Context: an optimization exercise on an open-source flow, tuned for small area, a short achievable clock period and few clock cycles. The choices shown serve that exercise and are no tape-out recipe. In this exercise RTL edits were held to simulation tests only and were not proved equivalent to the original.

==> flow/design.v <==
package ptf_pkg;
   localparam int COORD_W = 24;
   localparam int IDX_W   = 16;
   localparam int DIG_W   = 6;                     
   localparam int MR_W    = COORD_W + 3 * DIG_W;   
   localparam int C_W     = 30;                    
   localparam logic [1:0] CMD_MOVE  = 2'd0;
   localparam logic [1:0] CMD_LINE  = 2'd1;
   localparam logic [1:0] CMD_CUBIC = 2'd2;
   localparam logic [1:0] CMD_CLOSE = 2'd3;
   localparam logic [2:0] ST_IDLE  = 3'd0;    
   localparam logic [2:0] ST_NSEG  = 3'd1;    
   localparam logic [2:0] ST_PRE   = 3'd2;    
   localparam logic [2:0] ST_DIV   = 3'd3;    
   localparam logic [2:0] ST_PT    = 3'd4;    
   localparam logic [2:0] ST_FLUSH = 3'd5;    
endpackage
module ptf_add #(
   parameter int W = 24
) (
   input  logic [W-1:0] a,
   input  logic [W-1:0] b,
   input  logic         ci,
   output logic [W-1:0] y
);
   logic [W-1:0] g, p, gg, pp, gn, pn;
   logic [W:0]   c;
   always_comb begin
      g  = a & b;
      p  = a ^ b;
      gg = g;
      pp = p;
      for (int s = 1; s < W; s = s * 2) begin
         gn = gg;
         pn = pp;
         for (int i = 0; i < W; i++) begin
            if ((i / s) % 2 == 1) begin
               gn[i] = gg[i] | (pp[i] & gg[(i / s) * s - 1]);
               pn[i] = pp[i] & pp[(i / s) * s - 1];
            end
         end
         gg = gn;
         pp = pn;
      end
      c[0] = ci;
      for (int i = 0; i < W; i++) begin
         c[i+1] = gg[i] | (pp[i] & ci);
      end
      y = p ^ c[W-1:0];
   end
endmodule
module ptf_csa #(
   parameter int W = 24
) (
   input  logic [W-1:0] a,
   input  logic [W-1:0] b,
   input  logic [W-1:0] c,
   input  logic         ci,
   output logic [W-1:0] s,
   output logic [W-1:0] k
);
   logic [W-1:0] m;
   assign s = a ^ b ^ c;
   assign m = (a & b) | (a & c) | (b & c);
   assign k = {m[W-2:0], ci};
endmodule
module ptf_mr_add #(
   parameter bit CORR_CARRY = 1'b1
) (
   input  logic [ptf_pkg::MR_W-1:0] a,
   input  logic [ptf_pkg::MR_W-1:0] b,
   input  logic [5:0]               kc,
   output logic [ptf_pkg::MR_W-1:0] y
);
   localparam int DW = ptf_pkg::DIG_W;
   logic [2:0][DW:0]   t0;          
   logic [2:0][DW-1:0] t1;          
   logic [2:0]         k0, k1;      
   logic [2:0]         ci, co;      
   logic [2:0][DW-1:0] r;
   always_comb begin
      for (int i = 0; i < 3; i++) begin
         t0[i] = {1'b0, a[i*DW +: DW]} + {1'b0, b[i*DW +: DW]};
         t1[i] = t0[i][DW-1:0] + 1'b1;
         k0[i] = t0[i][DW];
         k1[i] = t0[i][DW] || (&t0[i][DW-1:0]);
      end
      ci[0] = 1'b0;
      co[0] = k0[0];
      ci[1] = co[0];
      co[1] = ci[1] ? k1[1] : k0[1];
      ci[2] = co[1];
      co[2] = ci[2] ? k1[2] : k0[2];
      for (int i = 0; i < 3; i++) begin
         r[i] = ci[i] ? t1[i] : t0[i][DW-1:0];
         if (co[i] == CORR_CARRY) r[i] = r[i] + kc;
         y[i*DW +: DW] = r[i];
      end
   end
   ptf_add #(.W(ptf_pkg::COORD_W)) u_q (
      .a  (a[ptf_pkg::MR_W-1:3*DW]),
      .b  (b[ptf_pkg::MR_W-1:3*DW]),
      .ci (co[2]),
      .y  (y[ptf_pkg::MR_W-1:3*DW])
   );
endmodule
module ptf_div_stage (
   input  logic [ptf_pkg::DIG_W-1:0] r,
   input  logic [2:0]                in,
   input  logic [7:0]                nn,       
   output logic [ptf_pkg::DIG_W-1:0] r_out,
   output logic [1:0]                d
);
   logic [7:0] v;
   logic [8:0] m1, m2;
   always_comb begin
      v  = {1'b0, r, 1'b0} + {5'd0, in};
      m1 = {1'b0, v} + {nn[7], nn};
      m2 = {1'b0, v} + {nn, 1'b0};
      if (!m2[8]) begin
         d     = 2'd2;
         r_out = m2[ptf_pkg::DIG_W-1:0];
      end else if (!m1[8]) begin
         d     = 2'd1;
         r_out = m1[ptf_pkg::DIG_W-1:0];
      end else begin
         d     = 2'd0;
         r_out = v[ptf_pkg::DIG_W-1:0];
      end
   end
endmodule
module ptf_axis (
   input  logic                        clock,
   input  logic                        reset,
   input  logic                        cap,        
   input  logic [23:0]                 pa,
   input  logic [23:0]                 pb,
   input  logic [23:0]                 pe,
   input  logic                        zero_pen,   
   input  logic                        ld_pen,
   input  logic [23:0]                 pen_in,
   input  logic                        ld_dev,     
   input  logic                        nseg,       
   input  logic                        pre,
   input  logic                        fetch,
   input  logic                        lv1,
   input  logic                        lv2,
   input  logic                        lv3,
   input  logic                        bias,       
   input  logic                        step,
   input  logic                        gate,       
   input  logic                        ofree,      
   input  logic [6:0]                  n,
   input  logic [6:0]                  n_new,      
   input  logic [4:0]                  sel,        
   input  logic [31:0]                 hsel,       
   output logic [23:0]                 fq,
   output logic [23:0]                 a_out,
   output logic [31:0]                 mag,
   output logic [1:0][12:0]            dev_m,      
   output logic [1:0]                  dev_s,
   output logic                        dev_o       
);
   localparam int DW = ptf_pkg::DIG_W;
   localparam int MW = ptf_pkg::MR_W;
   localparam int XW = 44;
   logic [71:0]   op_ff;    
   logic [MW-1:0] f_ff, r1_ff, r2_ff, r3_ff;
   logic [MW-1:0] f_add, r1_add, r2_add;
   logic [5:0]    sb_ff;    
   logic [1:0]    dd1_ff, dda_ff, dd2_ff, ddt_ff, ddu_ff;
   logic signed [23:0] a, b, e, p, pz;
   logic signed [26:0] g, h;             
   logic signed [26:0] c1;               
   logic signed [27:0] c2, c3;           
   logic [82:0]   cst;                   
   logic signed [26:0] c1s;
   logic signed [27:0] c2s, c3s;
   logic [XW-1:0] c1x, c2x, c3x;
   assign a     = op_ff[71:48];
   assign b     = op_ff[47:24];
   assign e     = op_ff[23:0];
   assign fq    = f_ff[MW-1:3*DW];
   assign a_out = a;
   logic [26:0] ga2, gpz, ge, hb2, gs, gk, hs, hk;
   logic [24:0] uw, vw, ww;
   logic [27:0] xu, xu2, xv, xv2, xw;
   logic [27:0] k2s, k2c, k2s2, k2c2, k3s, k3c;
   logic [27:0] c1w, c2w, c3w;
   always_comb begin
      p   = fq;
      pz  = zero_pen ? '0 : fq;
      ga2 = {{2{a[23]}}, a, 1'b0};
      hb2 = {{2{b[23]}}, b, 1'b0};
      gpz = ~{{3{pz[23]}}, pz};
      ge  = ~{{3{e[23]}}, e};
      xu  = {{3{r3_ff[24]}}, r3_ff[24:0]};
      xu2 = {{2{r3_ff[24]}}, r3_ff[24:0], 1'b0};
      xv  = {{3{op_ff[49]}}, op_ff[49:25]};
      xv2 = {{2{op_ff[49]}}, op_ff[49:25], 1'b0};
      xw  = {{3{op_ff[24]}}, op_ff[24:0]};
   end
   ptf_csa #(27) u_gc (.a(ga2), .b(gpz), .c(ge), .ci(1'b1), .s(gs), .k(gk));
   ptf_add #(27) u_ga (.a(gs), .b(gk), .ci(1'b1), .y(g));
   ptf_csa #(27) u_hc (.a(hb2), .b(gpz), .c(ge), .ci(1'b1), .s(hs), .k(hk));
   ptf_add #(27) u_ha (.a(hs), .b(hk), .ci(1'b1), .y(h));
   logic [24:0] ea, eb, ee, npz, na, nb;
   assign ea  = {a[23], a};
   assign eb  = {b[23], b};
   assign ee  = {e[23], e};
   assign npz = ~{pz[23], pz};
   assign na  = ~{a[23], a};
   assign nb  = ~{b[23], b};
   ptf_add #(25) u_ua (.a(ea), .b(npz), .ci(1'b1), .y(uw));
   ptf_add #(25) u_va (.a(eb), .b(na),  .ci(1'b1), .y(vw));
   ptf_add #(25) u_wa (.a(ee), .b(nb),  .ci(1'b1), .y(ww));
   ptf_add #(28) u_1s (.a(xu), .b(xu2), .ci(1'b0), .y(c1w));
   ptf_csa #(28) u_2a (.a(xv), .b(xv2), .c(~xu), .ci(1'b1), .s(k2s), .k(k2c));
   ptf_csa #(28) u_2b (.a(k2s), .b(k2c), .c(~xu2), .ci(1'b0), .s(k2s2), .k(k2c2));
   ptf_add #(28) u_2s (.a(k2s2), .b(k2c2), .ci(1'b1), .y(c2w));
   ptf_csa #(28) u_3a (.a(xu), .b(xw), .c(~xv2), .ci(1'b0), .s(k3s), .k(k3c));
   ptf_add #(28) u_3s (.a(k3s), .b(k3c), .ci(1'b1), .y(c3w));
   assign c1 = c1w[26:0];
   assign c2 = c2w;
   assign c3 = c3w;
   always_comb begin
      cst = {f_ff[10:0], op_ff};
      c1s = cst[82:56];
      c2s = cst[55:28];
      c3s = cst[27:0];
      mag = {5'd0, c1s ^ {27{c1s[26]}}}
          | {3'd0, c2s ^ {28{c2s[27]}}, 1'b0}
          | {2'd0, c3s ^ {28{c3s[27]}}, 2'b00};
      c1x = {{(XW-31){c1s[26]}}, c1s, 4'b0};
      c2x = {{(XW-32){c2s[27]}}, c2s, 4'b0};
      c3x = {{(XW-32){c3s[27]}}, c3s, 4'b0};
   end
   logic signed [26:0] gh [2];
   always_comb begin
      gh[0] = r1_ff[26:0];
      gh[1] = r2_ff[26:0];
      dev_o = 1'b0;
      for (int k = 0; k < 2; k++) begin
         dev_s[k] = gh[k][26];
         dev_m[k] = gh[k][12:0] ^ {13{gh[k][26]}};
         if (gh[k][26:12] != {15{gh[k][26]}}) dev_o = 1'b1;
      end
   end
   logic [DW-1:0] k_off;
   logic [7:0]    nn_ff;
   always_ff @(posedge clock) begin
      if (pre) begin
         k_off <= DW'(7'd64 - n_new);
         nn_ff <= 8'd0 - {1'b0, n_new};
      end
   end
   ptf_mr_add #(.CORR_CARRY(1'b1)) u_f  (.a(f_ff),  .b(r1_ff), .kc(k_off),    .y(f_add));
   ptf_mr_add #(.CORR_CARRY(1'b0)) u_r1 (.a(r1_ff), .b(r2_ff), .kc(DW'(n)),   .y(r1_add));
   ptf_mr_add #(.CORR_CARRY(1'b1)) u_r2 (.a(r2_ff), .b(r3_ff), .kc(k_off),    .y(r2_add));
   logic [DW-1:0] s1_r, s2_r, s3_r, sa_r, t2_r, t3_r, u2_r, u3_r;
   logic [1:0]    s1_d, s2_d, s3_d, sa_d, t2_d, t3_d, u2_d, u3_d;
   ptf_div_stage u_s1 (.r(r1_ff[DW-1:0]),      .in({2'b0, sb_ff[5]}),                  .nn(nn_ff), .r_out(s1_r), .d(s1_d));
   ptf_div_stage u_s2 (.r(r1_ff[2*DW-1:DW]),   .in({1'b0, dd1_ff} + {2'b0, sb_ff[2]}), .nn(nn_ff), .r_out(s2_r), .d(s2_d));
   ptf_div_stage u_s3 (.r(r1_ff[3*DW-1:2*DW]), .in({1'b0, dd2_ff} + {2'b0, sb_ff[0]}), .nn(nn_ff), .r_out(s3_r), .d(s3_d));
   ptf_div_stage u_sa (.r(r3_ff[DW-1:0]),      .in({2'b0, sb_ff[4]} + {2'b0, sb_ff[3]}), .nn(nn_ff), .r_out(sa_r), .d(sa_d));
   ptf_div_stage u_t2 (.r(r2_ff[2*DW-1:DW]),   .in({1'b0, dda_ff} + {2'b0, sb_ff[1]}), .nn(nn_ff), .r_out(t2_r), .d(t2_d));
   ptf_div_stage u_t3 (.r(r2_ff[3*DW-1:2*DW]), .in({1'b0, ddt_ff}),                    .nn(nn_ff), .r_out(t3_r), .d(t3_d));
   ptf_div_stage u_u2 (.r(r3_ff[2*DW-1:DW]),   .in({1'b0, dda_ff}),                    .nn(nn_ff), .r_out(u2_r), .d(u2_d));
   ptf_div_stage u_u3 (.r(r3_ff[3*DW-1:2*DW]), .in({1'b0, ddu_ff}),                    .nn(nn_ff), .r_out(u3_r), .d(u3_d));
   logic [22:0] q1i, q2i, q3i;
   assign q1i = r1_ff[MW-2:3*DW] + 23'd1;
   assign q2i = r2_ff[MW-2:3*DW] + 23'd1;
   assign q3i = r3_ff[MW-2:3*DW] + 23'd1;
   logic s1n, s2n, s3n;
   logic [DW-1:0] nm1, nm2;
   logic [MW-1:0] r1_pre, r2_pre, r3_pre;
   logic [DW-1:0] bias_hi, bias_lo;
   always_comb begin
      s1n = c1s[26];
      s2n = c2s[27];
      s3n = c3s[27];
      nm1 = DW'(n_new - 7'd1);
      nm2 = DW'(n_new - 7'd2);
      r1_pre[DW-1:0] = s3n ? nm1 : '0;
      unique case ({s3n, s2n})
         2'b00:   r1_pre[2*DW-1:DW] = '0;
         2'b11:   r1_pre[2*DW-1:DW] = nm2;
         default: r1_pre[2*DW-1:DW] = nm1;
      endcase
      unique case ({s3n | s2n, s1n})
         2'b00:   begin r1_pre[3*DW-1:2*DW] = '0;  r1_pre[MW-1:3*DW] = '0; end
         2'b11:   begin r1_pre[3*DW-1:2*DW] = nm2; r1_pre[MW-1:3*DW] = '1; end
         default: begin r1_pre[3*DW-1:2*DW] = nm1; r1_pre[MW-1:3*DW] = '1; end
      endcase
      r3_pre[DW-1:0] = s3n ? nm2 : '0;
      r2_pre[DW-1:0] = s3n ? nm2 : '0;
      unique case ({s3n, s2n})
         2'b00:   r2_pre[2*DW-1:DW] = '0;
         2'b11:   r2_pre[2*DW-1:DW] = nm2;
         default: r2_pre[2*DW-1:DW] = nm1;
      endcase
      r2_pre[3*DW-1:2*DW] = (s3n | s2n) ? nm1 : '0;
      r2_pre[MW-1:3*DW]   = (s3n | s2n) ? '1 : '0;
      r3_pre[2*DW-1:DW]   = s3n ? nm1 : '0;
      r3_pre[3*DW-1:2*DW] = s3n ? nm1 : '0;
      r3_pre[MW-1:3*DW]   = s3n ? '1 : '0;
      bias_hi = DW'(n >> 1) + k_off;
      bias_lo = (n[0] ? DW'(n >> 1) : '0) + k_off;
   end
   always_ff @(posedge clock) begin
      dd1_ff <= s1_d;
      dda_ff <= sa_d;
      dd2_ff <= s2_d;
      ddt_ff <= t2_d;
      ddu_ff <= u2_d;
      if (pre) begin
         sb_ff <= {|(hsel & c3x[35:4]), |(hsel & c3x[34:3]), |(hsel & c3x[33:2]),
                   |(hsel & c2x[36:5]), |(hsel & c2x[35:4]), |(hsel & c1x[37:6])};
      end else if (fetch) begin
         sb_ff <= {c3x[sel + 5'd2], c3x[sel + 5'd1], c3x[sel], c2x[sel + 5'd3], c2x[sel + 5'd2],
                   c1x[sel + 5'd4]};
      end
      if (cap || (ld_dev && ofree) || nseg) begin
         if (nseg)        op_ff <= {c1[15:0], c2, c3};
         else if (ld_dev) op_ff <= {op_ff[71:50], vw, ww};
         else             op_ff <= {pa, pb, pe};
      end
      if (reset) begin
         f_ff[MW-1:3*DW] <= '0;
      end else if (!gate || ofree) begin
         if (ld_pen) begin
            f_ff[MW-1:3*DW] <= pen_in;
         end else if (step) begin
            f_ff[MW-1:3*DW] <= f_add[MW-1:3*DW];
         end
      end
      if (nseg) begin
         f_ff[10:0] <= c1[26:16];
      end else if (bias) begin
         f_ff[3*DW-1:0] <= {bias_hi, bias_lo, bias_lo};
      end else if (step && (!gate || ofree)) begin
         f_ff[3*DW-1:0] <= f_add[3*DW-1:0];
      end
      if (!gate || ofree) begin
      if (ld_dev) begin
         r1_ff[26:0] <= g;
         r2_ff[26:0] <= h;
         r3_ff[24:0] <= uw;
      end else if (pre) begin
         r1_ff <= r1_pre;
         r2_ff <= r2_pre;
         r3_ff <= r3_pre;
      end else if (step) begin
         r1_ff <= r1_add;
         r2_ff <= r2_add;
      end else begin
         if (lv1) begin
            r1_ff[DW-1:0] <= s1_r;
            r2_ff[DW-1:0] <= sa_r;
            r3_ff[DW-1:0] <= sa_r;
         end
         if (lv2) begin
            r1_ff[2*DW-1:DW] <= s2_r;
            r2_ff[2*DW-1:DW] <= t2_r;
            r3_ff[2*DW-1:DW] <= u2_r;
         end
         if (bias) begin
            r2_ff[DW-1:0]    <= r2_ff[DW-1:0] + k_off;
            r2_ff[2*DW-1:DW] <= r2_ff[2*DW-1:DW] + k_off;
         end
         if (lv3) begin
            r1_ff[3*DW-1:2*DW] <= s3_r;
            r2_ff[3*DW-1:2*DW] <= bias ? t3_r + k_off : t3_r;
            r3_ff[3*DW-1:2*DW] <= u3_r;
            r1_ff[MW-1:3*DW]   <= {s3_d[1] ? q1i : r1_ff[MW-2:3*DW], s3_d[0]};
            r2_ff[MW-1:3*DW]   <= {t3_d[1] ? q2i : r2_ff[MW-2:3*DW], t3_d[0]};
            r3_ff[MW-1:3*DW]   <= {u3_d[1] ? q3i : r3_ff[MW-2:3*DW], u3_d[0]};
         end
      end
      end
   end
endmodule
module path_fan_tessellator_core #(
   parameter int MAX_SEGMENTS = 64,
   parameter int VERTEX_LIMIT = 65536
) (
   input  logic      clock,
   input  logic      reset,
   input  logic         req_valid,
   output logic         req_ready,
   input  logic [1:0]   req_type,
   input  logic         req_new_path,
   input  logic [23:0]  req_p0_x,
   input  logic [23:0]  req_p0_y,
   input  logic [23:0]  req_p1_x,
   input  logic [23:0]  req_p1_y,
   input  logic [23:0]  req_p2_x,
   input  logic [23:0]  req_p2_y,
   output logic         rsp_valid,
   input  logic         rsp_ready,
   output logic         rsp_vertex_valid,
   output logic [15:0]  rsp_vertex_index,
   output logic [23:0]  rsp_vertex_x,
   output logic [23:0]  rsp_vertex_y,
   output logic         rsp_tri_valid,
   output logic [15:0]  rsp_tri_first,
   output logic [15:0]  rsp_tri_prev,
   output logic [15:0]  rsp_tri_curr,
   output logic         rsp_dropped,
   output logic         rsp_last
);
   logic        cv_ff;
   logic [1:0]  ct_ff;
   logic        cn_ff;
   logic        take, done;
   logic [2:0]  state_ff, state_in;
   logic [16:0] last_ff, last_in;      
   logic [15:0] lm1_ff, lm1_in;        
   logic [15:0] first_ff, first_in;
   logic        first_ok_ff, first_ok_in;
   logic        prev_ok_ff, prev_ok_in;
   logic [6:0]  n_ff, n_in;
   logic [6:0]  rem_ff, rem_in;
   logic [4:0]  j_ff, j_in;
   logic [5:0]  i_ff, i_in;
   logic        rv_ff, rv_in;
   logic        vv_ff, vv_in, tv_ff, tv_in, dr_ff, dr_in, la_ff, la_in, cl_ff, cl_in;
   logic        full, out_free, beat, fok, pok, store, gate, adv;
   logic        ld_pen, ld_dev, nseg, pre, fetch, lv1, lv2, lv3, bias, step;
   logic [23:0] pen_x, pen_y, fq_x, fq_y, a_x, a_y;
   logic [4:0]  sel;
   logic [31:0] mag_x, mag_y, mag;
   logic [1:0][12:0] dm_x, dm_y;
   logic [1:0]  ds_x, ds_y;
   logic        do_x, do_y;
   logic [14:0] dev, dev_ff;
   logic        ovf_ff;
   logic [31:0] hsel;
   assign full     = (last_ff == 17'h0FFFF);
   assign out_free = !rv_ff || rsp_ready;
   assign fok      = first_ok_ff && !cn_ff;
   assign gate     = (state_ff == ptf_pkg::ST_IDLE) || (state_ff == ptf_pkg::ST_PT);
   assign adv      = !gate || out_free;
   assign pok      = prev_ok_ff && !cn_ff;
   assign req_ready = !cv_ff
                   || ((state_ff == ptf_pkg::ST_IDLE) && (ct_ff != ptf_pkg::CMD_CUBIC) && !rv_ff);
   assign take      = req_valid && req_ready;
   always_ff @(posedge clock) begin
      if (reset) begin
         cv_ff <= 1'b0;
      end else if (take) begin
         cv_ff <= 1'b1;
      end else if (done && adv) begin
         cv_ff <= 1'b0;
      end
      if (take) begin
         ct_ff <= req_type;
         cn_ff <= req_new_path;
      end
   end
   ptf_axis u_x (
      .clock(clock), .reset(reset), .cap(take), .pa(req_p0_x), .pb(req_p1_x), .pe(req_p2_x),
      .zero_pen(cn_ff), .ld_pen(ld_pen), .pen_in(pen_x), .ld_dev(ld_dev), .nseg(nseg),
      .pre(pre), .fetch(fetch), .lv1(lv1), .lv2(lv2), .lv3(lv3), .bias(bias), .step(step), .gate(gate), .ofree(out_free),
      .n(n_ff), .n_new(n_in), .sel(sel), .hsel(hsel), .fq(fq_x), .a_out(a_x), .mag(mag_x),
      .dev_m(dm_x), .dev_s(ds_x), .dev_o(do_x)
   );
   ptf_axis u_y (
      .clock(clock), .reset(reset), .cap(take), .pa(req_p0_y), .pb(req_p1_y), .pe(req_p2_y),
      .zero_pen(cn_ff), .ld_pen(ld_pen), .pen_in(pen_y), .ld_dev(ld_dev), .nseg(nseg),
      .pre(pre), .fetch(fetch), .lv1(lv1), .lv2(lv2), .lv3(lv3), .bias(bias), .step(step), .gate(gate), .ofree(out_free),
      .n(n_ff), .n_new(n_in), .sel(sel), .hsel(hsel), .fq(fq_y), .a_out(a_y), .mag(mag_y),
      .dev_m(dm_y), .dev_s(ds_y), .dev_o(do_y)
   );
   assign mag = mag_x | mag_y;
   logic [14:0] dv_s1, dv_k1, dv_s2, dv_k2, dv_s3, dv_k3;
   ptf_csa #(15) u_dv1 (.a(15'(dm_x[0])), .b(15'(dm_x[1])), .c(15'(dm_y[0])), .ci(ds_x[0]),
                        .s(dv_s1), .k(dv_k1));
   ptf_csa #(15) u_dv2 (.a(dv_s1), .b(dv_k1), .c(15'(dm_y[1])), .ci(ds_x[1]), .s(dv_s2), .k(dv_k2));
   ptf_csa #(15) u_dv3 (.a(dv_s2), .b(dv_k2), .c({14'd0, ds_y[0]}), .ci(1'b0), .s(dv_s3), .k(dv_k3));
   ptf_add #(15) u_dva (.a(dv_s3), .b(dv_k3), .ci(ds_y[1]), .y(dev));
   always_comb begin
      j_in = 5'd1;
      for (int k = 0; k < 32; k++) begin
         if (mag[k]) j_in = 5'(k + 1);
      end
      for (int k = 1; k < 32; k++) begin
         hsel[k] = mag[k] && !(|(mag >> (k + 1)));
      end
      hsel[0] = !(|mag[31:1]);
   end
   always_comb begin
      if (ovf_ff || (dev_ff >= 15'(63 * 64))) n_in = 7'd64;
      else if (dev_ff < 15'd64)              n_in = 7'd2;
      else                                   n_in = 7'(dev_ff >> 6) + 7'd1;
   end
   always_comb begin
      state_in    = state_ff;
      last_in     = last_ff;
      lm1_in      = lm1_ff;
      first_in    = first_ff;
      first_ok_in = first_ok_ff;
      prev_ok_in  = prev_ok_ff;
      rem_in      = rem_ff;
      i_in        = i_ff;
      rv_in       = rv_ff && !rsp_ready;
      vv_in       = vv_ff;
      tv_in       = tv_ff;
      dr_in       = dr_ff;
      la_in       = la_ff;
      cl_in       = cl_ff;
      beat        = 1'b0;
      store       = 1'b0;
      done        = 1'b0;
      ld_pen      = 1'b0;
      ld_dev      = 1'b0;
      pen_x       = fq_x;
      pen_y       = fq_y;
      nseg        = 1'b0;
      pre         = 1'b0;
      fetch       = 1'b0;
      lv1         = 1'b0;
      lv2         = 1'b0;
      lv3         = 1'b0;
      bias        = 1'b0;
      step        = 1'b0;
      sel         = 5'(j_ff - 5'(i_ff));
      unique case (state_ff)
         ptf_pkg::ST_IDLE: begin
            if (cv_ff) begin
               first_ok_in = fok;
               prev_ok_in  = pok;
               ld_pen      = 1'b1;
               pen_x       = cn_ff ? '0 : fq_x;
               pen_y       = cn_ff ? '0 : fq_y;
               if (ct_ff == ptf_pkg::CMD_CUBIC) begin
                  ld_dev   = 1'b1;
                  state_in = ptf_pkg::ST_NSEG;
               end else begin
                  beat  = 1'b1;
                  done  = 1'b1;
                  la_in = 1'b1;
                  cl_in = 1'b0;
                  vv_in = 1'b0;
                  tv_in = 1'b0;
                  dr_in = 1'b0;
                  unique case (ct_ff)
                     ptf_pkg::CMD_MOVE: begin
                        prev_ok_in = 1'b0;
                        pen_x      = a_x;
                        pen_y      = a_y;
                        if (full) begin
                           dr_in       = 1'b1;
                           first_ok_in = 1'b0;
                        end else begin
                           vv_in       = 1'b1;
                           first_ok_in = 1'b1;
                           first_in    = 16'(last_ff + 17'd1);
                           store       = 1'b1;
                        end
                     end
                     ptf_pkg::CMD_LINE: begin
                        if (full) begin
                           dr_in = 1'b1;
                        end else begin
                           vv_in      = 1'b1;
                           tv_in      = fok && pok;
                           prev_ok_in = 1'b1;
                           store      = 1'b1;
                           pen_x      = a_x;
                           pen_y      = a_y;
                        end
                     end
                     default: begin
                        cl_in      = 1'b1;
                        tv_in      = fok && pok && (last_ff[15:0] != first_ff);
                        prev_ok_in = 1'b0;
                     end
                  endcase
               end
            end
         end
         ptf_pkg::ST_NSEG: begin
            nseg     = 1'b1;
            state_in = ptf_pkg::ST_PRE;
         end
         ptf_pkg::ST_PRE: begin
            pre      = 1'b1;
            i_in     = '0;
            state_in = ptf_pkg::ST_DIV;
         end
         ptf_pkg::ST_DIV: begin
            fetch = 1'b1;
            lv1   = (i_ff < {1'b0, j_ff});
            lv2   = (i_ff != 6'd0) && (i_ff <= {1'b0, j_ff});
            lv3   = (i_ff >= 6'd2);
            i_in  = i_ff + 6'd1;
            if (i_ff == {1'b0, j_ff} + 6'd1) begin
               done     = 1'b1;
               bias     = 1'b1;
               rem_in   = n_ff;
               state_in = ptf_pkg::ST_PT;
            end
         end
         ptf_pkg::ST_FLUSH: begin
            step   = 1'b1;
            rem_in = rem_ff - 7'd1;
            if (rem_ff == 7'd1) begin
               state_in = ptf_pkg::ST_IDLE;
            end
         end
         default: begin
            begin
               beat  = 1'b1;
               cl_in = 1'b0;
               vv_in = 1'b0;
               tv_in = 1'b0;
               dr_in = 1'b0;
               la_in = full || (rem_ff == 7'd1);
               if (full) begin
                  dr_in    = 1'b1;
                  state_in = ptf_pkg::ST_FLUSH;
               end else begin
                  step       = 1'b1;
                  rem_in     = rem_ff - 7'd1;
                  vv_in      = 1'b1;
                  tv_in      = first_ok_ff && prev_ok_ff;
                  prev_ok_in = 1'b1;
                  store      = 1'b1;
                  if (rem_ff == 7'd1) begin
                     state_in = ptf_pkg::ST_IDLE;
                  end
               end
            end
         end
      endcase
      if (beat && adv) rv_in = 1'b1;
      if (store) begin
         last_in = last_ff + 17'd1;
         lm1_in  = last_ff[15:0];
      end
   end
   always_ff @(posedge clock) begin
      if (reset) begin
         state_ff    <= ptf_pkg::ST_IDLE;
         last_ff     <= 17'h1FFFF;
         first_ok_ff <= 1'b0;
         prev_ok_ff  <= 1'b0;
         rv_ff       <= 1'b0;
      end else begin
         rv_ff       <= rv_in;
         if (adv) begin
            state_ff    <= state_in;
            last_ff     <= last_in;
            first_ok_ff <= first_ok_in;
            prev_ok_ff  <= prev_ok_in;
         end
      end
   end
   always_ff @(posedge clock) begin
      if (adv) begin
         lm1_ff   <= lm1_in;
         first_ff <= first_in;
         rem_ff   <= rem_in;
         i_ff     <= i_in;
         vv_ff    <= vv_in;
         tv_ff    <= tv_in;
         dr_ff    <= dr_in;
         la_ff    <= la_in;
         cl_ff    <= cl_in;
      end
      if (state_ff == ptf_pkg::ST_NSEG) begin
         dev_ff <= dev;
         ovf_ff <= do_x || do_y;
      end
      if (state_ff == ptf_pkg::ST_PRE) begin
         n_ff <= n_in;
         j_ff <= j_in;
      end
   end
   assign rsp_valid        = rv_ff;
   assign rsp_vertex_valid = vv_ff;
   assign rsp_vertex_index = last_ff[15:0];
   assign rsp_vertex_x     = fq_x;
   assign rsp_vertex_y     = fq_y;
   assign rsp_tri_valid    = tv_ff;
   assign rsp_tri_first    = first_ff;
   assign rsp_tri_prev     = cl_ff ? last_ff[15:0] : lm1_ff;
   assign rsp_tri_curr     = cl_ff ? first_ff : last_ff[15:0];
   assign rsp_dropped      = dr_ff;
   assign rsp_last         = la_ff;
endmodule
==> flow/run.sh <==
#!/bin/bash
# synth_recipe.tcl (not shown) runs the flow's synth.tcl, then flattens the netlist and writes it again
# the make line also repeats each setting of config.mk as NAME=value (left out here)
make -C /OpenROAD-flow-scripts/flow DESIGN_CONFIG=/design/flow/config.mk WORK_HOME=/design/flow/orfs CLKGATE_MAP_FILE= SYNTH_SCRIPT=/design/flow/synth_recipe.tcl finish
==> flow/config.mk <==
export PLATFORM = sky130hd
export DESIGN_NAME = path_fan_tessellator_core
export DESIGN_NICKNAME = path_fan_tessellator_core
export VERILOG_FILES = /design/flow/design.v
export SDC_FILE = /design/flow/constraint.sdc
export NUM_CORES = 4
export LEC_CHECK = 0
export CAP_MARGIN = 20
export CORE_MARGIN = 2
export CORE_UTILIZATION = 40
export PLACE_DENSITY = 0.6
export SLEW_MARGIN = 20
==> flow/constraint.sdc <==
create_clock -name core_clock -period 12.0 [get_ports {clock}]
set_input_delay 2.4000 -clock core_clock [delete_from_list [all_inputs] [get_ports {clock}]]
set_output_delay 2.4000 -clock core_clock [all_outputs]
set_load 0.01 [all_outputs]
==> summary.txt, run 1 <==
Ys async rst share -> 0%
Reg2reg setup slack -> 5.96 ns
Fmax -> 166 MHz
Yosys warning count -> 11
# resized after CTS -> 0
Worst Path Required -> 12.24 ns
Post-synth top area share -> 18.0%
Max-slew headroom -> 14.5%
Syn Nets -> 11,700
Total CTS buffers -> 88
Grt total ovfl -> 0
PortBufs -> 268
Syn Inst Count -> 9,996
Area of the multi-input gates -> 0.0667 mm^2
Placed cell count -> 13,000
Reg-to-reg startpoint -> last_ff[0]
Area grow syn2layout -> 10.7%
Hold_sp -> first_ok_ff
Vias per Instance -> 6.37
Skew-Pair Late Insertion Delay -> 0.77 ns
Synthesis-stage register bit count -> 624
Wl on met1 -> 168,000 um
Slew @ Worst Pin -> 1.27 ns
Largest net degree at the start of global routing -> 115
FF+latch area -> 0.0178 mm^2
EDFF count, synth -> 532
Max layer used -> met5
Die area -> 0.226 mm^2
Iter 0 DRT Violations -> 11,200
Gr usage total -> 36.3%
WL final -> 421,000 um
Number of post-CTS setup repair buffers -> 0
Min Clock Period, post-route -> 6.04 ns
Final worst-path cycle share -> 50.3%
Critical path capture point type -> register
WS Path Type -> reg2reg
Arrival time at the worst endpoint -> 6.28 ns
Synth area leader -> edfxtp_1
Setup violators final -> 0
Met2 WL post-DR -> 174,000 um
Crit start category -> register
Final GP Congestion -> 1.04
Crit path from -> last_ff[0]
Max-cap viol count -> 0
Die W -> 475 um
Post-Syn Area -> 0.0888 mm^2
Global-route wire length before repair -> 589,000 um
Max Slew Vio Count -> 0
H-tree Lvls -> 3
TritonCTS clock tree -> yes
Post-route ant nets -> 0
Vias -> 84,200
Register area share after synthesis -> 20.1%
# clock sinks -> 624
Avg Cell Area, Syn -> 8.88 um^2
Clock buffer depth -> 3
Synth Flop Type -> edfxtp_1
Post-DP HPWL -> 331,000 um
Commonest non-fill, non-tap cell in the layout -> ha_1
Top Ports -> 269
Met3 wire length -> 49,300 um
Layout cells sized above 1 -> 6.47%
DR pass1 iterations -> 9
Vias in the first global route -> 79,900
Library cells used by synthesis -> 117
Hold buffers post-CTS -> 0
Root Buffer -> clkbuf_16
Final Hold Viols -> 0
CTS clock-pin slew for the worst setup and hold paths -> 0.06 ns
Row count -> 172
Starting density of the core -> 40.3%
Worst Clk Skew -> 0.0369 ns
Worst min-delay path category -> reg2reg
Commonest non-fill, non-tap cells in the layout -> 1,144 x ha_1, 847 x a21oi_1, 792 x xnor2_1
Total negative slack -> 0 ns
Nets -> 11,800
Initial antenna violation count -> 34
Layout Cells excl Fill -> 13,200
DIE HEIGHT -> 475 um
Worst Path Max Fanout -> 38
Wire per inst -> 31.9 um
Top area cells in the synthesized netlist -> edfxtp_1 18%, ha_1 16%, fa_1 8.3%
Core region area -> 0.220 mm^2
DRC viols -> 0
Status -> finished clean
Fill cells -> 21,500
RSZ-0062 raised after global routing -> no
## metrics by stage
stage / setup WS, ns / area, um^2 / hold WS [ns] / utilization [%]
final: 5.96 / 98300 / 0.483 / 44.6
after global routing: 5.88 / 98200 / 0.513 / 44.6
after CTS: 6.11 / 98200 / 0.487 / 44.6
after detailed placement: 5.72 / 95300 / 0.475 / 43.3
after global placement: 5.44 / 95300 / 0.464 / 43.3
after floorplan: 3.85 / 88800 / 0.430 / -
## worst max-delay path: stages, from the launching register on
cell,delay [ns]
dfxtp_1,0.51
ha_1,0.29
and3_1,0.24
and3_1,0.33
nand2_1,0.13
nor2_1,0.28
and3_1,0.27
and3_1,0.19
ha_1,0.56
nand2_1,0.22
nand2_4,0.52
nor2_1,0.09
buf_4,0.23
nor2_1,0.73
nand2_1,0.89
## final timing paths
kind / to / cells after the start
max: u_x.f_ff[8] / 14
min: first_ok_ff / 2
max reg2reg: u_x.f_ff[8] / 14
min reg2reg: first_ok_ff / 2
## layout make-up
class / count / share of cell area, %
timing repair buffer: 489 / 4.46
tap: 2958 / 3.77
multi-input combinational: 8238 / 67.8
sequential: 624 / 18.1
clock inverter: 45 / 0.480
antenna: 18 / 0.0458
inverter: 730 / 2.79
clock buffer: 117 / 2.49
## routing by layer
metal | track usage [%] | vias up
met2 | 52.9 | 5216
met1 | 48.7 | 41200
met5 | 0 | -
met3 | 8.41 | 1094
li1 | - | 36600
met4 | 22.0 | 18
## state kept, by name, summed over array words and instances (netlist names), 17 cells and up
register / cells
u_y.r1_ff: 42
u_y.r2_ff: 42
last_ff: 17
u_x.f_ff: 42
u_x.op_ff: 72
u_y.op_ff: 72
u_x.r3_ff: 42
u_x.r2_ff: 42
u_y.r3_ff: 42
u_x.r1_ff: 42
u_y.f_ff: 42
## logic make-up after synthesis
logic type,share of synthesized area (%)
simple gates,13.0
buf+inv,5.19
xor+xnor,12.5
flops,20.1
mux,4.50
compound gates,20.4
fa+ha+maj,24.4
## cell usage after synthesis (all sizes together), types with 113 or more instances
| cell | n |
|---|---|
| buf | 127 |
| a21oi | 854 |
| nor2 | 643 |
| edfxtp | 532 |
| a211oi | 113 |
| nand2 | 647 |
| nor3 | 188 |
| a21o | 354 |
| nand2b | 123 |
| o21ai | 550 |
| mux2i | 119 |
| nand3 | 249 |
| fa | 366 |
| xor2 | 459 |
| ha | 1145 |
| inv | 728 |
| xnor2 | 803 |
| clkbuf | 277 |
Testbench counts, summed over its fixed seeds: cycles 30,875.
==> run 2, diff against run 1 <==
==> flow/flow/run.sh (new file) <==
#!/bin/bash
# Layout flow: the standard layout (standard synthesis, floorplan, place,
# CTS, routing) with the timing repair steps asked to leave 7 ns of setup slack
# at the design's 12 ns clock instead of the default margin. The clock, the
# constraints and the synthesis are unchanged. The make output goes to
# flow_make.log; ORFS keeps each step's log under orfs/logs/.
set -euo pipefail
cd "$(dirname "$0")/.."
bash standard.sh SETUP_SLACK_MARGIN=7 finish > flow_make.log 2>&1
==> flow/standard.sh (new file) <==
#!/bin/bash
# synth_recipe.tcl (not shown) runs the flow's synth.tcl, then flattens the netlist and writes it again
# the make line also repeats each setting of config.mk as NAME=value (left out here)
make -C /OpenROAD-flow-scripts/flow DESIGN_CONFIG=/design/flow/config.mk WORK_HOME=/design/flow/orfs CLKGATE_MAP_FILE= SYNTH_SCRIPT=/design/flow/synth_recipe.tcl "${@:-finish}"
removed: flow/run.sh
==> run 2 against run 1 <==
Still clean. Via count rose by 0.44%. Flip-flop and latch count did not move. Synthesized cell count did not move. Critical path depth rose by 6. First-iteration DRC count fell by 3.6%. Cell count rose by 1.0%. Critical path type unchanged. Largest cell class unchanged. Highest routed layer unchanged.
==> summary.txt, run 2 <==
Register area share after synthesis -> 20.1% (unchanged)
Global-route wire length before repair -> 589,000 um (about the same)
Vias per Instance -> 6.33 (-0.60%)
Min Clock Period, post-route -> 5.02 ns (-1.01 ns)
Nets -> 12,000 (+1.1%)
DP Area -> 0.0961 mm^2 (+0.85%)
Final instance area -> 0.101 mm^2 (+2.6%)
Die area -> 0.226 mm^2 (unchanged)
DRC viols -> 0 (unchanged)
Skew-Pair Late Insertion Delay -> 0.77 ns (about the same)
Count leader, synth -> ha_1
Arrival time at the worst endpoint -> 5.51 ns (-0.77 ns)
CP Cell Sequence -> buf_12 > xnor2_4 > fa_1 > inv_1 > fa_1 > inv_1 > fa_2 > inv_2 > ha_4 > and3b_1 > o21a_1 > o21a_1 > o21a_1 > o21a_1 > o21a_1 > o211a_1 > o21a_1 > o21ai_2 > nor2b_2 > xnor2_1
Largest net degree at the start of global routing -> 138 (+20%)
Post-DP HPWL -> 330,000 um (-0.20%)
Avg Cell Area, Syn -> 8.88 um^2 (unchanged)
Post-Syn Area -> 0.0888 mm^2 (unchanged)
Grt total ovfl -> 0 (unchanged)
Final GP Congestion -> 1.05 (+1.7%)
Min Hold Slack -> 0.499 ns (+0.0162 ns)
Starting density of the core -> 40.3% (unchanged)
Commonest cells post-synth -> 1,145 x ha_1, 849 x a21oi_1, 802 x xnor2_1
# clock sinks -> 624 (unchanged)
Area grow syn2layout -> 13.6%
Initial antenna violation count -> 47 (+38%)
Iter 0 DRT Violations -> 10,800 (-3.6%)
Wire per inst -> 31.7 um (-0.48%)
DR pass1 iterations -> 8 (-1)
Ys async rst share -> 0% (unchanged)
Syn Nets -> 11,700 (unchanged)
Top delay family on crit path -> compound AO/OA/AOI/OAI gates
Row count -> 172 (unchanged)
Final Hold Viols -> 0 (unchanged)
Post-synth top area share -> 18.0% (unchanged)
Worst Clk Skew -> 0.0391 ns (+0.00218 ns)
Synth Flop Type -> edfxtp_1
Vias in the first global route -> 79,800 (-0.12%)
Commonest non-fill, non-tap cell in the layout -> ha_1
Core region area -> 0.220 mm^2 (unchanged)
Hold buffers post-CTS -> 0 (unchanged)
Root Buffer -> clkbuf_16
Worst min-delay path category -> reg2reg
Final worst-path cycle share -> 41.9% (-8.4 points)
WP buf/inv -> 4 (+3)
Crit start category -> register
H-tree Lvls -> 3 (unchanged)
Clock buffer depth -> 3 (unchanged)
RSZ-0062 raised after global routing -> yes
Status -> finished clean
Critical path capture point type -> register
Die W -> 475 um (unchanged)
Layout cells sized above 1 -> 9.80% (+3.3 points)
PortBufs -> 268 (unchanged)
WL final -> 424,000 um (+0.56%)
WS Path Type -> reg2reg
Vias -> 84,600 (+0.44%)
Top Ports -> 269 (unchanged)
Commonest non-fill, non-tap cells in the layout -> 1,142 x ha_1, 795 x a21oi_1, 764 x xnor2_1
Library cells used by synthesis -> 117 (unchanged)
Syn Inst Count -> 9,996 (unchanged)
Gr usage total -> 36.4% (about the same)
Max-cap viol count -> 0 (unchanged)
CTS clock-pin slew for the worst setup and hold paths -> 0.06 ns (about the same)
Max Slew Vio Count -> 0 (unchanged)
Fmax -> 199 MHz (+20%)
Total CTS buffers -> 90 (+2.3%)
DIE HEIGHT -> 475 um (unchanged)
Setup violators final -> 0 (unchanged)
Worst Path Max Fanout -> 7 (-82%)
Synthesis-stage register bit count -> 624 (unchanged)
Largest regs -> u_x.op_ff (72), u_y.op_ff (72)
Critical path's most frequent cell -> o21a_1
Total negative slack -> 0 ns (unchanged)
Critical path's largest stage delay -> 0.53 ns (-0.36 ns)
TritonCTS clock tree -> yes
Synth area leader -> edfxtp_1
CP max stage cell -> fa_1
Yosys warning count -> 11 (unchanged)
Top area cells in the synthesized netlist -> edfxtp_1 18%, ha_1 16%, fa_1 8.3%
Worst Path Required -> 12.49 ns (+0.25 ns)
Slew @ Worst Pin -> 1.15 ns (-0.123 ns)
Fill cells -> 21,200 (-1.4%)
EDFF count, synth -> 532 (unchanged)
Max-slew headroom -> 22.7% (+8.2 points)
Post-route ant nets -> 0 (unchanged)
-- run 2: changes by cell type in the layout (fill, tap and decap cells not counted), sizes merged --
cell	change
nor2	+1
clkbuf	-6
dlygate4sd2	+1
bufinv	+1
diode	+6
clkdlybuf4s50	-1
clkinvlp	+8
buf	+123
clkinv	+14
inv	-9
-- run 2: per-stage QoR --
| step | cells | util [%] | setup WS (ns) |
|---|---|---|---|
| floorplan | 9996 | - | 4.25 |
| global placement | 13000 | 43.6 | 6.43 |
| detailed placement | 13000 | 43.7 | 6.32 |
| CTS | 13200 | 45.1 | 6.97 |
| global route | 13300 | 45.8 | 6.82 |
| finish | 13400 | 45.8 | 6.98 |
-- run 2: path summary, 6_finish.rpt --
check,to,slack [ns],cells past startpoint,from
min,last_ff[16],0.50,2,last_ff[16]
max reg2reg,dev_ff[12],6.98,20,u_x.r1_ff[26]
max,dev_ff[12],6.98,20,u_x.r1_ff[26]
min reg2reg,last_ff[16],0.50,2,last_ff[16]
-- run 2: area by class of cell --
| cell class | count | area [um^2] | area share (%) |
|---|---|---|---|
| multi-input cells | 8239 | 68000 | 67.4 |
| flip-flops and latches | 624 | 17800 | 17.7 |
| inverters | 730 | 2750 | 2.73 |
| clock buffers | 106 | 2390 | 2.37 |
| repair buffers | 617 | 5600 | 5.55 |
| well taps | 2958 | 3700 | 3.67 |
| clock inverters | 59 | 546 | 0.541 |
| diodes | 24 | 60.1 | 0.0595 |
-- run 2: routing by layer --
layer  global-route usage (%)  vias up  routed length, um
met3                     9.72     1149              51300
met1                     49.0    41400             171000
met5                        0        -                134
met2                     51.8     5055             171000
li1                         -    36900                  -
met4                     21.6       20              31100
-- run 2: kinds of logic (layout without fill, tap and decap cells) --
logic type | after synthesis | after routing | synth area share (%)
simple gates | 2388 | 2389 | 13.0
fa+ha+maj | 1511 | 1511 | 24.4
compound gates | 2803 | 2803 | 20.4
xor+xnor | 1262 | 1262 | 12.5
other cells | 0 | 24 | 0
mux | 274 | 274 | 4.50
flops | 624 | 624 | 20.1
buf+inv | 1134 | 1512 | 5.19
-- run 2: timing repair --
item | CTS | global route
hold endpoints to repair | 0 | 0
gates cloned | 0 | 6
setup endpoints to repair | 179 | 331
buffers inserted | 23 | 110
pin swaps | 2 | 16
gates resized for setup | 35 | 77
-- run 2: tightest hold or removal path: cells and delay by family (launching register included) --
| kind | cells | cell delay (ns) |
|---|---|---|
| AO/OA/AOI/OAI | 1 | 0.08 |
| flip-flops | 1 | 0.32 |
| AND/OR/NAND/NOR | 1 | 0.06 |
==> run 3, diff against run 2 <==
--- a/flow/config.mk
+++ b/flow/config.mk
@@ -7,6 +7,6 @@
 export LEC_CHECK = 0
 export CAP_MARGIN = 20
 export CORE_MARGIN = 2
-export CORE_UTILIZATION = 40
-export PLACE_DENSITY = 0.6
+export CORE_UTILIZATION = 60
+export PLACE_DENSITY = 0.72
 export SLEW_MARGIN = 20
==> run 3 against run 2 <==
Register-to-register slack better by 0.03 ns. Clock skew is 0.013 ns higher. Area after synthesis did not move. Highest routed layer unchanged. Worst hold slack improved by 0.020 ns. Still clean on timing, DRC and antenna. Critical endpoint is now u_y.sb_ff[5]. Utilization is 22 points higher. Via count increased by 2.0%.
==> summary.txt, run 3 <==
Max-cap viol count -> 0 (unchanged)
Setup violators final -> 0 (unchanged)
Hold path cells -> 2 (unchanged)
Largest regs -> u_x.op_ff (72), u_y.op_ff (72)
Crit start category -> register
Worst min-delay path category -> reg2reg
Skew-Pair Late Insertion Delay -> 0.74 ns (-0.03 ns)
Starting density of the core -> 60.3% (+20 points)
WP buf/inv -> 1 (-3)
Top delay family on crit path -> simple AND/OR/NAND/NOR gates
Largest net degree at the start of global routing -> 106 (-23%)
Crit. path cell count -> 12 (-40%)
Post-route ant nets -> 0 (unchanged)
Worst Clk Skew -> 0.0521 ns (+0.0129 ns)
Reg-to-reg startpoint -> u_x.f_ff[10]
Register area share after synthesis -> 20.1% (unchanged)
Fin util -> 67.3% (+22 points)
Critical path capture point type -> register
Vias in the first global route -> 80,300 (+0.63%)
Final instance area -> 0.0992 mm^2 (-1.7%)
Root Buffer -> clkbuf_16
Ys async rst share -> 0% (unchanged)
DP Area -> 0.0946 mm^2 (-1.5%)
Total CTS buffers -> 83 (-7.8%)
Slew @ Worst Pin -> 1.33 ns (+0.178 ns)
Critical path's largest stage delay -> 0.56 ns (+0.03 ns)
Synthesis-stage register bit count -> 624 (unchanged)
DR pass1 iterations -> 10 (+2)
Avg Cell Area, Syn -> 8.88 um^2 (unchanged)
Hold buffers post-CTS -> 0 (unchanged)
Nets -> 11,900 (-0.38%)
Final GP Congestion -> 1.09 (+3.8%)
Crit path from -> u_x.f_ff[10]
CP max stage cell -> edfxtp_1
H-tree Lvls -> 3 (unchanged)
CP Cell Sequence -> buf_4 > xor2_1 > nor4_1 > nand3_1 > nor3_4 > nand3_4 > nor3_2 > nand2_1 > a21oi_4 > a222oi_1 > and3_1 > a31oi_1
Cells on worst reg2reg path -> 12 (-40%)
Vias per Instance -> 7.03 (+11%)
Top area cells in the synthesized netlist -> edfxtp_1 18%, ha_1 16%, fa_1 8.3%
TritonCTS clock tree -> yes
Area grow syn2layout -> 11.7%
WL final -> 395,000 um (-6.7%)
Syn Inst Count -> 9,996 (unchanged)
Die W -> 389 um (-18%)
Library cells used by synthesis -> 117 (unchanged)
DRC viols -> 0 (unchanged)
Commonest cells post-synth -> 1,145 x ha_1, 849 x a21oi_1, 802 x xnor2_1
Post-DP HPWL -> 302,000 um (-8.6%)
Layout cells sized above 1 -> 9.50% (-0.30 points)
# clock sinks -> 624 (unchanged)
CTS clock-pin slew for the worst setup and hold paths -> 0.07 ns (about the same)
Gr usage total -> 50.6% (+14 points)
EDFF count, synth -> 532 (unchanged)
Fill cells -> 12,000 (-43%)
Final worst-path cycle share -> 41.6% (-0.28 points)
Status -> finished clean
Total negative slack -> 0 ns (unchanged)
Yosys warning count -> 11 (unchanged)
WS Path Type -> reg2reg
RSZ-0062 raised after global routing -> yes
Clock buffer depth -> 3 (unchanged)
Fmax -> 200 MHz (+0.68%)
CP endpoint -> u_y.sb_ff[5]
Min Hold Slack -> 0.519 ns (+0.0201 ns)
Core region area -> 0.147 mm^2 (-33%)
Syn Nets -> 11,700 (unchanged)
Post-synth top area share -> 18.0% (unchanged)
Top Ports -> 269 (unchanged)
Vias -> 86,300 (+2.0%)
PortBufs -> 268 (unchanged)
Grt total ovfl -> 0 (unchanged)
Synth Flop Type -> edfxtp_1
Final Hold Viols -> 0 (unchanged)
Worst Path Required -> 12.45 ns (-0.04 ns)
DIE HEIGHT -> 389 um (-18%)
Arrival time at the worst endpoint -> 5.44 ns (-0.07 ns)
Reg2reg end -> u_y.sb_ff[5]
Max-slew headroom -> 10.7% (-12 points)
Min Clock Period, post-route -> 4.99 ns (-0.0339 ns)
Row count -> 141 (-18%)
Die area -> 0.151 mm^2 (-33%)
Post-Syn Area -> 0.0888 mm^2 (unchanged)
Synth area leader -> edfxtp_1
Worst Path Max Fanout -> 27 (+20)
Commonest non-fill, non-tap cells in the layout -> 1,142 x ha_1, 796 x a21oi_1, 766 x xnor2_1
Max Slew Vio Count -> 0 (unchanged)
Wire per inst -> 32.2 um (+1.5%)
Count leader, synth -> ha_1
Global-route wire length before repair -> 555,000 um (-5.7%)
Iter 0 DRT Violations -> 12,900 (+19%)
Commonest non-fill, non-tap cell in the layout -> ha_1
Initial antenna violation count -> 42 (-11%)
Reg2reg setup slack -> 7.01 ns (+0.03 ns)
[run 3: cell types whose count changed in the layout (fill, tap and decap cells not counted), sizes merged]
cell	before	now
and2	47	48
buf	345	307
inv	726	725
nor2	644	643
nand2	647	648
dlygate4sd2	1	0
clkbuf	111	109
clkinvlp	10	8
bufinv	9	10
clkinv	44	35
dlymetal6s2s	0	1
[run 3: worst min-delay path by stage]
stage	start	endpoint	slack [ns]
finish	first_ok_ff	first_ok_ff	0.52
global route	last_ff[16]	last_ff[16]	0.53
CTS	prev_ok_ff	prev_ok_ff	0.50
detailed placement	first_ok_ff	first_ok_ff	0.48
global placement	last_ff[16]	last_ff[16]	0.48
floorplan	last_ff[11]	lm1_ff[11]	0.43
[run 3: layout make-up]
type	count	area (um^2)	share of cell area, %
tap	1930	2410	2.44
inverter	730	2770	2.79
antenna	24	60.1	0.0606
timing repair buffer	577	5220	5.26
clock buffer	106	2270	2.28
clock inverter	48	584	0.589
multi-input combinational	8240	68000	68.6
sequential	624	17800	18.0
[run 3: cells by family after synthesis]
group,after synthesis,synth area share (%)
AOI/OAI and AO/OA,2803,20.4
and+or+nand+nor,2388,13.0
adders and majority gates,1511,24.4
xor gates and xnor gates,1262,12.5
buffers and inverters,1134,5.19
DFF,624,20.1
muxes,274,4.50
[run 3: routing by layer]
| metal | GRT usage (%) | wire length, um |
|---|---|---|
| met4 | 35.1 | 34500 |
| met3 | 18.8 | 63100 |
| met2 | 70.2 | 156000 |
| met1 | 64.8 | 142000 |
| met5 | 0 | 242 |
[run 3: repair_timing]
action / CTS / global route
pin swaps: 5 / 23
setup buffers: 31 / 90
cloned: 1 / 3
endpoints found under the setup margin: 370 / 382
resized for setup: 39 / 89
[run 3: worst reg2reg max path, delay by kind of cell, from the launching register on]
kind	cells	cell delay (ns)
AO/OA/AOI/OAI	3	1.03
buffers and inverters	1	0.51
XOR/XNOR	1	0.17
AND/OR/NAND/NOR	7	2.44
flip-flops	1	0.56
[run 3: per-stage QoR]
| stage | cells | setup slack (ns) |
|---|---|---|
| 2_1_floorplan | 9996 | 4.25 |
| 3_3_place_gp | 12000 | 6.40 |
| 3_5_place_dp | 12000 | 6.19 |
| 4_1_cts | 12200 | 6.98 |
| 5_1_grt | 12300 | 6.80 |
| 6_report | 12300 | 7.01 |
==> run 4, diff against run 3 <==
--- a/flow/design.v
+++ b/flow/design.v
@@ -317,8 +317,7 @@
          sb_ff <= {|(hsel & c3x[35:4]), |(hsel & c3x[34:3]), |(hsel & c3x[33:2]),
                    |(hsel & c2x[36:5]), |(hsel & c2x[35:4]), |(hsel & c1x[37:6])};
       end else if (fetch) begin
-         sb_ff <= {c3x[sel + 5'd2], c3x[sel + 5'd1], c3x[sel], c2x[sel + 5'd3], c2x[sel + 5'd2],
-                   c1x[sel + 5'd4]};
+         sb_ff <= {sb_ff[4], sb_ff[3], c3x[sel], sb_ff[1], c2x[sel + 5'd2], c1x[sel + 5'd4]};
       end
       if (cap || (ld_dev && ofree) || nseg) begin
          if (nseg)        op_ff <= {c1[15:0], c2, c3};
--- a/flow/config.mk
+++ b/flow/config.mk
@@ -7,6 +7,6 @@
 export LEC_CHECK = 0
 export CAP_MARGIN = 20
 export CORE_MARGIN = 2
-export CORE_UTILIZATION = 60
-export PLACE_DENSITY = 0.72
+export CORE_UTILIZATION = 40
+export PLACE_DENSITY = 0.6
 export SLEW_MARGIN = 20
==> run 4 against run 3 <==
Critical path type unchanged. Critical path depth rose by 5. Die area up 46%. Still clean. Largest cell class unchanged. Count of clock-buffer cells in the layout is 16 higher.
==> summary.txt, run 4 <==
Status -> finished clean
Ys async rst share -> 0% (unchanged)
Library cells used by synthesis -> 119 (+1.7%)
DIE HEIGHT -> 469 um (+21%)
Skew-Pair Late Insertion Delay -> 0.77 ns (+0.03 ns)
Area grow syn2layout -> 14.1%
Cells on worst reg2reg path -> 17 (+5)
EDFF count, synth -> 532 (unchanged)
Max Slew Vio Count -> 0 (unchanged)
Largest regs -> u_x.op_ff (72), u_y.op_ff (72)
DR pass1 iterations -> 7 (-3)
PortBufs -> 268 (unchanged)
Post-synth top area share -> 18.5% (+0.48 points)
Max-slew headroom -> 17.6% (+6.9 points)
Avg Cell Area, Syn -> 8.91 um^2 (+0.28%)
Wire per inst -> 30.3 um (-5.9%)
CTS clock-pin slew for the worst setup and hold paths -> 0.06 ns (about the same)
Worst Clk Skew -> 0.0335 ns (-0.0186 ns)
Starting density of the core -> 40.3% (-20 points)
Max layer used -> met5
Register area share after synthesis -> 20.6% (+0.53 points)
Synthesis-stage register bit count -> 624 (unchanged)
Slew @ Worst Pin -> 1.23 ns (-0.0941 ns)
Top area cells in the synthesized netlist -> edfxtp_1 18%, ha_1 17%, fa_1 8.5%
Met2 WL post-DR -> 162,000 um (+4.2%)
Post-route ant nets -> 0 (unchanged)
Vias in the first global route -> 76,600 (-4.6%)
Initial antenna violation count -> 38 (-9.5%)
Arrival time at the worst endpoint -> 5.43 ns (about the same)
H-tree Lvls -> 3 (unchanged)
Hold path cells -> 2 (unchanged)
Largest net degree at the start of global routing -> 141 (+33%)
Met3 wire length -> 45,200 um (-28%)
Wl on met1 -> 162,000 um (+14%)
Final worst-path cycle share -> 41.2% (-0.39 points)
Syn Inst Count -> 9,710 (-2.9%)
Commonest non-fill, non-tap cells in the layout -> 1,129 x ha_1, 758 x a21oi_1, 722 x inv_1
Nets -> 11,700 (-1.7%)
Total CTS buffers -> 86 (+3.6%)
Commonest cells post-synth -> 1,142 x ha_1, 812 x a21oi_1, 731 x xnor2_1
Grt total ovfl -> 0 (unchanged)
Synth area leader -> edfxtp_1
Yosys warning count -> 11 (unchanged)
Fin util -> 46.0% (-21 points)
Worst min-delay path category -> reg2reg
Total negative slack -> 0 ns (unchanged)
Final Hold Viols -> 0 (unchanged)
RSZ-0062 raised after global routing -> yes
Core region area -> 0.215 mm^2 (+46%)
Clock buffer depth -> 3 (unchanged)
Crit start category -> register
Layout cells sized above 1 -> 9.67% (+0.17 points)
Die area -> 0.220 mm^2 (+46%)
TritonCTS clock tree -> yes
Setup violators final -> 0 (unchanged)
Critical path capture point type -> register
# clock sinks -> 624 (unchanged)
Post-DP HPWL -> 300,000 um (-0.63%)
Row count -> 170 (+21%)
Hold buffers post-CTS -> 0 (unchanged)
Global-route wire length before repair -> 551,000 um (-0.87%)
Final GP Congestion -> 1.01 (-7.5%)
Synth Flop Type -> edfxtp_1
Gr usage total -> 34.6% (-16 points)
Fill cells -> 20,900 (+74%)
Vias -> 81,500 (-5.5%)
Min Clock Period, post-route -> 4.94 ns (-0.0470 ns)
Commonest non-fill, non-tap cell in the layout -> ha_1
Count leader, synth -> ha_1
WL final -> 394,000 um (-0.40%)
Syn Nets -> 11,400 (-2.5%)
Root Buffer -> clkbuf_16
Top Ports -> 269 (unchanged)
Fmax -> 202 MHz (+0.95%)
DRC viols -> 0 (unchanged)
Vias per Instance -> 6.27 (-11%)
Die W -> 469 um (+21%)
Max-cap viol count -> 0 (unchanged)
Worst Path Max Fanout -> 45 (+67%)
Post-Syn Area -> 0.0865 mm^2 (-2.6%)
Worst Path Required -> 12.49 ns (+0.04 ns)
WS Path Type -> reg2reg
Iter 0 DRT Violations -> 10,300 (-20%)
run 4: metal layers:
metal / vias up / global-route usage (%)
li1: 35900 / -
met5: - / 0
met4: 22 / 18.0
met3: 974 / 8.20
met1: 39800 / 47.5
met2: 4808 / 50.2
run 4: kinds of logic (layout without fill, tap and decap cells):
| logic type | count (synthesis) | in the layout | synth area share (%) |
|---|---|---|---|
| AOI/OAI and AO/OA | 2686 | 2687 | 20.1 |
| and+or+nand+nor | 2319 | 2319 | 13.2 |
| adders and majority gates | 1508 | 1508 | 25.0 |
| xor gates and xnor gates | 1221 | 1221 | 12.4 |
| buffers and inverters | 1120 | 1540 | 5.20 |
| DFF | 624 | 624 | 20.6 |
| muxes | 232 | 232 | 3.45 |
| other | 0 | 26 | 0 |
run 4: path summary, 6_finish.rpt:
| kind | start | to | slack, ns |
|---|---|---|---|
| worst max-delay path | last_ff[0] | u_x.r2_ff[25] | 7.06 |
| worst min-delay path | first_ok_ff | first_ok_ff | 0.49 |
| worst max register to register | last_ff[0] | u_x.r2_ff[25] | 7.06 |
| worst min register to register | first_ok_ff | first_ok_ff | 0.49 |
run 4: worst max-delay path, stage by stage (launching register included):
cell     delay, ns
dfxtp_1       0.39
ha_1          0.29
and3_1        0.25
and3_1        0.24
and3_1        0.28
and3_1        0.27
and3_1        0.24
and3_1        0.23
and3_1        0.22
ha_4          0.24
a21oi_4       0.15
buf_8         0.29
buf_12        0.31
nor2_2        0.11
nand2_4       0.26
buf_8         0.31
o21ai_0       0.15
or3_1         0.37
run 4: through the flow:
step	hold WS, ns	std cells	setup WS [ns]	area [um^2]
after floorplan	0.430	9710	3.92	87300
after global placement	0.469	12600	6.09	93300
after detailed placement	0.483	12600	6.01	93300
after CTS	0.496	12900	6.96	97200
after global routing	0.554	13000	6.82	98700
final	0.486	13000	7.06	98700
run 4: area by class of cell:
cell class	count	area (um^2)	area share, %
diodes	26	65.1	0.0659
clock buffers	122	2400	2.43
clock inverters	36	320	0.324
inverters	735	2780	2.82
multi-input cells	7967	65800	66.6
flip-flops and latches	624	17800	18.0
well taps	2838	3550	3.60
repair buffers	647	6000	6.07
run 4: what timing repair did:
item                       4_1_cts  5_1_grt
setup buffers                   79      112
setup endpoints to repair      291      276
gates cloned                     8        3
pin swaps                       15       49
resized for setup               74      103
Testbench counts of run 4, summed over its fixed seeds: cycles 30,875.

separate check: timing with driven ports:
In the flow no input, the clock included, has a driving cell. The finished layouts below were timed again as built, in two steps.
Step 1: set_driving_cell puts a clkbuf_16 on clock and a buf_2 on each other input, an assumption about the parent block.
Step 2 moves the port delays by t, midway between the first and last clock arrival at a register: inputs arrive t later, outputs are due t later. That takes back most of the time a late clock gives input paths.
Slacks: ideal ports / drivers / drivers and shift; pairs: ideal ports / drivers.
run | shift t [ns] | setup WS [ns] | clock arrival spread, ns | worst data-port slew with drivers (ns)
run 1 | 0.845 | 5.963 / 5.963 / 5.561 | 0.039 / 0.040 | 0.11
run 2 | 0.845 | 6.976 / 6.976 / 6.785 | 0.043 / 0.043 | 0.18
run 3 | 0.805 | 7.010 / 7.010 / 6.609 | 0.052 / 0.052 | 0.12
run 4 | 0.858 | 7.057 / 7.057 / 6.356 | 0.033 / 0.034 | 0.13
After both steps every run listed still meets setup and hold. For run 4, which loses most, drivers alone change the setup slack by 0.000 ns; drivers and shift together by -0.701 ns.
